From an optimization exercise on the open Yosys and OpenROAD flow, aimed at small area, a short achievable clock period and few clock cycles per item; shortcuts taken in it are not production practice. The RTL was checked by simulation tests, not by an equivalence proof against the original design. No activity file was given, so power comes from the tool's default toggle rates.

## flow/run.sh

```bash
#!/bin/bash
# synth_recipe.tcl (not shown) runs the flow's synth.tcl, then flattens the netlist and writes it again
# the make line also repeats each setting of config.mk as NAME=value (left out here)
make -C /OpenROAD-flow-scripts/flow DESIGN_CONFIG=/design/flow/config.mk WORK_HOME=/design/flow/orfs CLKGATE_MAP_FILE= SYNTH_SCRIPT=/design/flow/synth_recipe.tcl finish
```

## flow/config.mk

```make
export PLATFORM = sky130hd
export DESIGN_NAME = cnn_pool
export DESIGN_NICKNAME = cnn_pool
export VERILOG_FILES = /design/flow/design.v
export SDC_FILE = /design/flow/constraint.sdc
export NUM_CORES = 4
export LEC_CHECK = 0
export CAP_MARGIN = 20
export CORE_MARGIN = 2
export CORE_UTILIZATION = 40
export SLEW_MARGIN = 20
```

## flow/constraint.sdc

```tcl
create_clock -name core_clock -period 9.0 [get_ports {clk}]
set_input_delay 1.8000 -clock core_clock [delete_from_list [all_inputs] [get_ports {clk}]]
set_output_delay 1.8000 -clock core_clock [all_outputs]
set_load 0.01 [all_outputs]
```

## flow/design.v

```verilog
package cnn_geom_pkg;
    parameter int DEF_IMG_DIM = 8;
    parameter int KERNEL_TAPS = 9;
    typedef logic        [7:0]  pixel_t;
    typedef logic signed [7:0]  weight_t;
    typedef logic signed [19:0] acc_t;
    typedef logic        [15:0] result_t;
    typedef logic        [3:0]  tap_idx_t;
endpackage
package wb_bus_pkg;
    typedef logic [15:0] wb_addr_t;
    typedef logic [15:0] wb_data_t;
endpackage
`timescale 1ns/1ps
module conv_mac
(
    input  logic [8*cnn_geom_pkg::KERNEL_TAPS-1:0] i_weights,
    input  logic [8*cnn_geom_pkg::KERNEL_TAPS-1:0] i_pixels,
    output cnn_geom_pkg::acc_t                      o_sum
);
    cnn_geom_pkg::acc_t prod [cnn_geom_pkg::KERNEL_TAPS];
    always_comb
    begin
        o_sum = '0;
        for (int k = 0; k < cnn_geom_pkg::KERNEL_TAPS; k++)
        begin
            prod[k] = $signed(i_weights[8*k +: 8]) * $signed({1'b0, i_pixels[8*k +: 8]});
            o_sum   = o_sum + prod[k];
        end
    end
endmodule
`timescale 1ns/1ps
module cnn_pool
#(
    parameter int IMG_DIM = cnn_geom_pkg::DEF_IMG_DIM
)
(
    input  logic     clk,
    input  logic     reset,
    input  logic     i_start,
    input  wb_bus_pkg::wb_addr_t i_src_base,
    input  wb_bus_pkg::wb_addr_t i_dst_base,
    input  wb_bus_pkg::wb_data_t i_rd_dat,
    input  logic     i_rd_ack,
    input  logic     i_wr_ack,
    output logic     o_rd_cyc,
    output logic     o_rd_stb,
    output wb_bus_pkg::wb_addr_t o_rd_adr,
    output logic     o_wr_cyc,
    output logic     o_wr_stb,
    output logic     o_wr_we,
    output wb_bus_pkg::wb_addr_t o_wr_adr,
    output wb_bus_pkg::wb_data_t o_wr_dat,
    output logic     o_busy,
    output logic     o_done
);
    localparam int NTAP = cnn_geom_pkg::KERNEL_TAPS;
    localparam int LB   = 18;                 
    logic        job_go;
    logic        rd_take;
    logic        wr_take;
    logic [6:0]  rq;                          
    logic [6:0]  rq_eval;
    logic [5:0]  rq_ctr;                      
    logic [4:0]  rq_need;
    logic        rq_ok;
    logic [7:0]  d_in;
    logic        v_in;
    logic [6:0]  wc;                          
    logic [7:0]  wgt [NTAP];
    logic [7:0]  lbuf [LB];
    logic [6:0]  stp;                         
    logic        step;
    logic        shift;
    logic        m_top, m_bot, m_lft, m_rgt;
    logic [8*NTAP-1:0] win_w;
    logic [8*NTAP-1:0] win_p;
    cnn_geom_pkg::acc_t sum;
    logic        s_val;
    logic [5:0]  s_ctr;
    cnn_geom_pkg::acc_t s_sum;
    logic [15:0] clip;
    logic [15:0] pmax [4];
    logic [15:0] pm_cur;
    logic [4:0]  n_done;                      
    logic [4:0]  n_taken;                     
    assign job_go  = i_start && !o_busy;
    assign rd_take = o_rd_stb && i_rd_ack;
    assign wr_take = o_wr_stb && i_wr_ack;
    assign o_rd_cyc = o_rd_stb;
    assign o_wr_cyc = o_wr_stb;
    assign o_wr_we  = o_wr_stb;
    assign rq_eval = o_rd_stb ? rq + 7'd1 : rq;
    assign rq_ctr  = 6'(rq_eval - 7'd18);
    assign rq_need = {1'b0, rq_ctr[5:4] - 2'd1, rq_ctr[2:1]} + 5'd1;
    assign rq_ok   = (rq_eval < 7'd34) || rq_ctr[3] || (n_taken >= rq_need);
    always_ff @(posedge clk)
    begin
        if (reset)
        begin
            o_busy   <= 1'b0;
            o_rd_stb <= 1'b0;
            rq       <= '0;
        end
        else if (job_go)
        begin
            o_busy   <= 1'b1;
            o_rd_stb <= 1'b1;
            rq       <= '0;
        end
        else
        begin
            if (o_done)
            begin
                o_busy <= 1'b0;
            end
            if (o_rd_stb)
            begin
                if (i_rd_ack)
                begin
                    rq       <= rq + 7'd1;
                    o_rd_stb <= (rq != 7'd72) && rq_ok;
                end
            end
            else if (o_busy && rq <= 7'd72 && rq != 7'd0)
            begin
                o_rd_stb <= rq_ok;
            end
        end
    end
    always_ff @(posedge clk)
    begin
        if (job_go)
        begin
            o_rd_adr <= i_src_base;
        end
        else if (rd_take)
        begin
            o_rd_adr <= o_rd_adr + 16'd1;
        end
    end
    always_ff @(posedge clk)
    begin
        d_in <= i_rd_dat[7:0];
        if (reset)
        begin
            v_in <= 1'b0;
        end
        else
        begin
            v_in <= rd_take;
        end
    end
    assign step  = (v_in && wc >= 7'd18) || (wc == 7'd73 && stp != 7'd64);
    assign shift = (v_in && wc >= 7'd9) || step;
    always_ff @(posedge clk)
    begin
        if (reset || job_go)
        begin
            wc  <= '0;
            stp <= '0;
        end
        else
        begin
            if (v_in)
            begin
                wc <= wc + 7'd1;
            end
            if (step)
            begin
                stp <= stp + 7'd1;
            end
        end
    end
    always_ff @(posedge clk)
    begin
        for (int k = 0; k < NTAP; k++)
        begin
            if (v_in && wc == 7'(k))
            begin
                wgt[k] <= d_in;
            end
        end
        if (shift)
        begin
            lbuf[0] <= d_in;
            for (int k = 1; k < LB; k++)
            begin
                lbuf[k] <= lbuf[k-1];
            end
        end
    end
    assign m_top = (stp[5:3] == 3'd0);
    assign m_bot = (stp[5:3] == 3'd7);
    assign m_lft = (stp[2:0] == 3'd0);
    assign m_rgt = (stp[2:0] == 3'd7);
    always_comb
    begin
        for (int k = 0; k < NTAP; k++)
        begin
            win_w[8*k +: 8] = wgt[k];
        end
        win_p[8*0 +: 8] = (m_top || m_lft) ? 8'd0 : lbuf[17];
        win_p[8*1 +: 8] = (m_top         ) ? 8'd0 : lbuf[16];
        win_p[8*2 +: 8] = (m_top || m_rgt) ? 8'd0 : lbuf[15];
        win_p[8*3 +: 8] = (         m_lft) ? 8'd0 : lbuf[9];
        win_p[8*4 +: 8] =                           lbuf[8];
        win_p[8*5 +: 8] = (         m_rgt) ? 8'd0 : lbuf[7];
        win_p[8*6 +: 8] = (m_bot || m_lft) ? 8'd0 : lbuf[1];
        win_p[8*7 +: 8] = (m_bot         ) ? 8'd0 : lbuf[0];
        win_p[8*8 +: 8] = (m_bot || m_rgt) ? 8'd0 : d_in;
    end
    conv_mac u_mac (
        .i_weights (win_w),
        .i_pixels  (win_p),
        .o_sum     (sum)
    );
    always_ff @(posedge clk)
    begin
        if (reset || job_go)
        begin
            s_val <= 1'b0;
        end
        else
        begin
            s_val <= step;
        end
        s_ctr <= stp[5:0];
        s_sum <= sum;
    end
    assign clip   = s_sum[19] ? 16'd0 : (|s_sum[18:16]) ? 16'hffff : s_sum[15:0];
    assign pm_cur = pmax[s_ctr[2:1]];
    always_ff @(posedge clk)
    begin
        if (s_val)
        begin
            if ((!s_ctr[3] && !s_ctr[0]) || clip > pm_cur)
            begin
                pmax[s_ctr[2:1]] <= clip;
            end
        end
    end
    always_ff @(posedge clk)
    begin
        if (reset || job_go)
        begin
            n_done <= '0;
        end
        else if (s_val && s_ctr[3] && s_ctr[0])
        begin
            n_done <= n_done + 5'd1;
        end
    end
    always_ff @(posedge clk)
    begin
        if (reset)
        begin
            o_wr_stb <= 1'b0;
            o_done   <= 1'b0;
            n_taken  <= '0;
        end
        else
        begin
            o_done <= wr_take && (n_taken == 5'd16);
            if (job_go)
            begin
                n_taken <= '0;
            end
            else if ((!o_wr_stb || i_wr_ack) && (n_done != n_taken))
            begin
                o_wr_stb <= 1'b1;
                n_taken  <= n_taken + 5'd1;
            end
            else if (i_wr_ack)
            begin
                o_wr_stb <= 1'b0;
            end
        end
    end
    always_ff @(posedge clk)
    begin
        if ((!o_wr_stb || i_wr_ack) && (n_done != n_taken))
        begin
            o_wr_dat <= pmax[n_taken[1:0]];
        end
        if (job_go)
        begin
            o_wr_adr <= i_dst_base;
        end
        else if (wr_take)
        begin
            o_wr_adr <= o_wr_adr + 16'd1;
        end
    end
endmodule
```

==> impl_metrics.py <==
metrics = {
    "critical_path": {
        "path_class": "register to register",
        "slowest_stage": "fa_1",
        "cp_common_cell": "fa_1",
        "r2r_setup_slack_ps": 360,
        "r2r-end": "s_sum[19]",
        "crit_fanout": 16,
        "r2r-start": "stp[0]",
        "worstSetupStartpointType": "register",
        "cp_data_required_time_ps": 9450,
        "ff2ff_path_depth": 31,
        "slowest_delay_ps": 550,
        "crit_path_end_kind": "register",
        "cp.arrival_ps": 9090,
    },
    "floorplanning": {
        "num_rows": 114,
        "ioPinCount": 108,
        "dieHeight_um": 317,
        "die_x_um": 317,
        "core_um2": 96900,
        "initial_utilization_pct": 40.4,
        "die-area_um2": 100000,
    },
    "placed_design": {
        "dpl.hpwl_um": 74000,
        "port_buffers": 99,
        "dp_slack_ps": 87.2,
        "place_congestion": 0.855,
        "placed_area_um2": 42200,
    },
    "logic_synthesis": {
        "synthFlopType": "edfxtp_1",
        "ys_seq_area_share_pct": 28.7,
        "async_flop_share_pct": 0,
        "synth_edf_count": 328,
        "ys_warn_count": 5,
        "syn_inst": 3747,
        "syn_nets": 4698,
        "avgSynthCellArea_um2": 10.4,
        "yosysUniqueCellTypes": 77,
        "synth.ff_latch_count": 397,
        "netlist_area_um2": 39100,
    },
    "timing": {
        "max_slew_margin_pct": 24.7,
        "min_period_ps": 8640,
        "skew_ps": 25.8,
        "tightest_slew_ps": 1130,
        "fin_ws_ps": 363,
        "setup_violations": 0,
        "hold_viol": 0,
        "timing.fmax_mhz": 116,
        "slew_viol_final": 0,
        "fin_crit_sh_pct": 96.0,
        "fin_tns_setup_ps": 0,
        "timing.hold.ws_ps": 383,
    },
    "global_route": {
        "grt_pass1_wl_um": 149000,
        "grtUsageTotal_pct": 19.0,
        "globalRouteOverflowTotal": 0,
        "grt_pass1_vias": 26800,
        "antenna_found_initial": 2,
        "grt_max_degree": 80,
    },
    "worst_hold_path": {
        "whs_path_depth": 0,
        "hold_end": "s_ctr[0]",
        "min_from": "stp[0]",
        "hp-class": "register to register",
    },
    "detailed_routing": {
        "initialDrtViolationCount": 1845,
        "ant_nets": 0,
        "num_vias": 26900,
        "drt_wl_total_um": 93700,
        "first_pass_iters": 5,
        "drc_errors": 0,
        "routedWlPerCell_um": 17.9,
        "viasPerCell": 5.15,
    },
    "clock_tree": {
        "cts-root-buf": "clkbuf_16",
        "cts_tree": "done",
        "h-tree-depth": 2,
        "cts_hold_buf": 0,
        "clkLatencyLatePin_ps": 610,
        "clk_pin_slew_worst_paths_ps": 60,
        "numCtsBuffers": 45,
        "clock_path_buffers": 3,
        "cts.sinks": 397,
    },
    "power_and_ir_drop": {
        "p_per_area_nw_per_um2": 162,
        "vdd_ir_drop_max_v": 0.000474,
        "leakagePower_nw": 20.4,
    },
    "finish": {
        "n_antenna_cell": 0,
        "post-route-util_pct": 45.6,
        "area_delta_synth_final_pct": 12.9,
        "layout-drive-gt1-share_pct": 6.81,
        "postLayoutCellArea_um2": 44100,
        "nets": 4863,
    },
    "status": {
        "status": "no timing/DRC/antenna violations",
    },
    "flow_run": {
        "max-cap-violations": 0,
    },
}
## Yosys cell counts (10+ instances only)
master	number	area (µm²)
mux2i_1	10	100
o211ai_1	13	97.6
edfxtp_1	328	9850
a211oi_1	16	120
mux4_2	32	721
and2_1	87	544
clkbuf_1	69	259
nand4_1	18	113
dfxtp_1	69	1380
nand2_1	238	893
nand2b_1	50	313
nor3_1	28	140
o21a_1	31	233
xor2_1	56	490
o21ai_0	85	425
inv_1	707	2650
xnor2_1	94	823
ha_1	444	5560
a21oi_1	122	611
fa_1	454	9090
nand3_1	151	756
nor2_1	170	638
and3_1	240	1500
or3_1	14	87.6
nor2b_1	19	119
o21ai_1	32	160
a21o_1	19	143
## state kept, by name (all words and copies together), names as in the netlist
| signal | count |
|---|---|
| o_rd_stb | 1 |
| stp | 7 |
| n_done | 5 |
| o_wr_adr | 16 |
| o_wr_dat | 16 |
| d_in | 8 |
| o_done | 1 |
| o_busy | 1 |
| s_sum | 20 |
| wgt | 72 |
| s_val | 1 |
| lbuf | 144 |
| pmax | 64 |
| o_wr_stb | 1 |
| rq | 7 |
| v_in | 1 |
| o_rd_adr | 16 |
| s_ctr | 4 |
| n_taken | 5 |
| wc | 7 |
## metrics by stage
| stage | instances | power (mW) |
|---|---|---|
| final | 5225 | 7.15 |
| after global placement | 5130 | 5.00 |
| after global routing | 5225 | 7.59 |
| after floorplan | 3747 | 3.97 |
| after detailed placement | 5131 | 5.03 |
| after CTS | 5215 | 7.07 |
## power by group
part           total, mW  switching (mW)  internal, mW
clock network       2.00           0.805          1.20
logic               2.96            1.64          1.32
registers           2.19          0.0549          2.13
total               7.15            2.50          4.65
## logic make-up (layout without fill, tap and decap cells)
| family | count (synthesis) | count (layout) | share of synthesized area (%) |
|---|---|---|---|
| AO/OA/AOI/OAI | 406 | 406 | 6.70 |
| flip-flops | 397 | 397 | 28.7 |
| AND/OR/NAND/NOR | 1062 | 1062 | 14.0 |
| buffers and inverters | 791 | 993 | 7.65 |
| XOR/XNOR | 150 | 150 | 3.36 |
| multiplexers | 43 | 43 | 2.13 |
| adder cells (fa/ha/maj) | 898 | 898 | 37.5 |
## placed cells by master, fill, tap and decap left out, types with 7 or more instances in the layout
master | Yosys | routed
buf_4 | 3 | 89
o21bai_1 | 7 | 7
o311a_1 | 7 | 7
ha_1 | 444 | 442
a21o_1 | 19 | 19
fa_1 | 454 | 452
o21ai_1 | 32 | 33
o21ai_0 | 85 | 83
o211ai_1 | 13 | 13
inv_1 | 707 | 707
nand2b_1 | 50 | 49
xor2_1 | 56 | 56
and2_1 | 87 | 87
mux4_2 | 32 | 32
mux2i_1 | 10 | 10
a211oi_1 | 16 | 14
nor3_1 | 28 | 28
clkbuf_16 | 0 | 48
o21a_1 | 31 | 31
a21oi_1 | 122 | 118
nand3_1 | 151 | 150
o41ai_1 | 8 | 7
clkdlybuf4s50_1 | 0 | 99
nand2_1 | 238 | 237
bufinv_16 | 0 | 9
nor2_1 | 170 | 169
edfxtp_1 | 328 | 328
or4_1 | 8 | 8
nor2b_1 | 19 | 18
and3_1 | 240 | 238
dfxtp_1 | 69 | 67
buf_12 | 0 | 8
nand4_1 | 18 | 18
or3_1 | 14 | 13
nor4_1 | 8 | 7
xnor2_1 | 94 | 92
## repair_timing
item,in CTS,in global routing
buffers inserted,0,7
resized for setup,0,33
endpoints found under the setup margin,0,9
## worst max path at each step
| stage | start | to | slack (ps) | cells after the start |
|---|---|---|---|---|
| after floorplan | stp[0] | s_sum[19] | 570 | 33 |
| after global placement | stp[0] | s_sum[19] | 180 | 34 |
| after detailed placement | stp[0] | s_sum[19] | 90 | 34 |
| after CTS | stp[0] | s_sum[19] | 40 | 34 |
| after global routing | stp[0] | s_sum[14] | -20 | 32 |
| final | stp[0] | s_sum[19] | 360 | 31 |
## worst max-delay path: cells and delay by family (launching register included)
kind	cells	cell delay, ps
adder cells (fa/ha/maj)	12	5030
AND/OR/NAND/NOR	4	1050
buffers and inverters	8	750
AO/OA/AOI/OAI	7	1330
flip-flops	1	330
## layer usage
layer | global-route usage, % | vias to the layer above | share of wire [%]
li1 | - | 12900 | -
met1 | 26.9 | 13400 | 47
met2 | 31.9 | 528 | 48
met3 | 2.11 | 72 | 4.0
met4 | 3.34 | 0 | 1.4
met5 | 0 | - | 0
## layout make-up
type / instances / area [µm²]
multi-input combinational: 2559 / 25100
timing repair buffer: 201 / 1920
clock buffer: 52 / 1160
inverter: 708 / 2660
sequential: 397 / 11200
clock inverter: 32 / 452
fill: 9118 / 52700
tap: 1276 / 1600
Testbench counts, summed over its fixed seeds: cycles 8,448, jobs 96.

separate check: timing with driven ports:
In the flow no input, the clock included, has a driving cell. The finished layout below was timed again as built, in two steps. Step 1 sets driving cells, clkbuf_16 on the clock port and buf_2 on the other inputs (assumed; they add their load-dependent delay and slew). Step 2 also shifts input and output timing later by t, the mid clock arrival at the registers, as if the neighbouring blocks saw the same clock. Three values: no drivers, after step 1, after step 2; two values: the first two.
shift t [ns]: 0.665
setup WS [ns]: 0.363 / 0.363 / 0.363
worst hold slack (ns): 0.383 / 0.383 / 0.383
worst setup path at the end: register to register
pins driven straight from the clock port: 1
After both steps setup and hold are still met in this run. For this run, drivers alone change the setup slack by 0.000 ns; drivers and shift together by 0.000 ns.
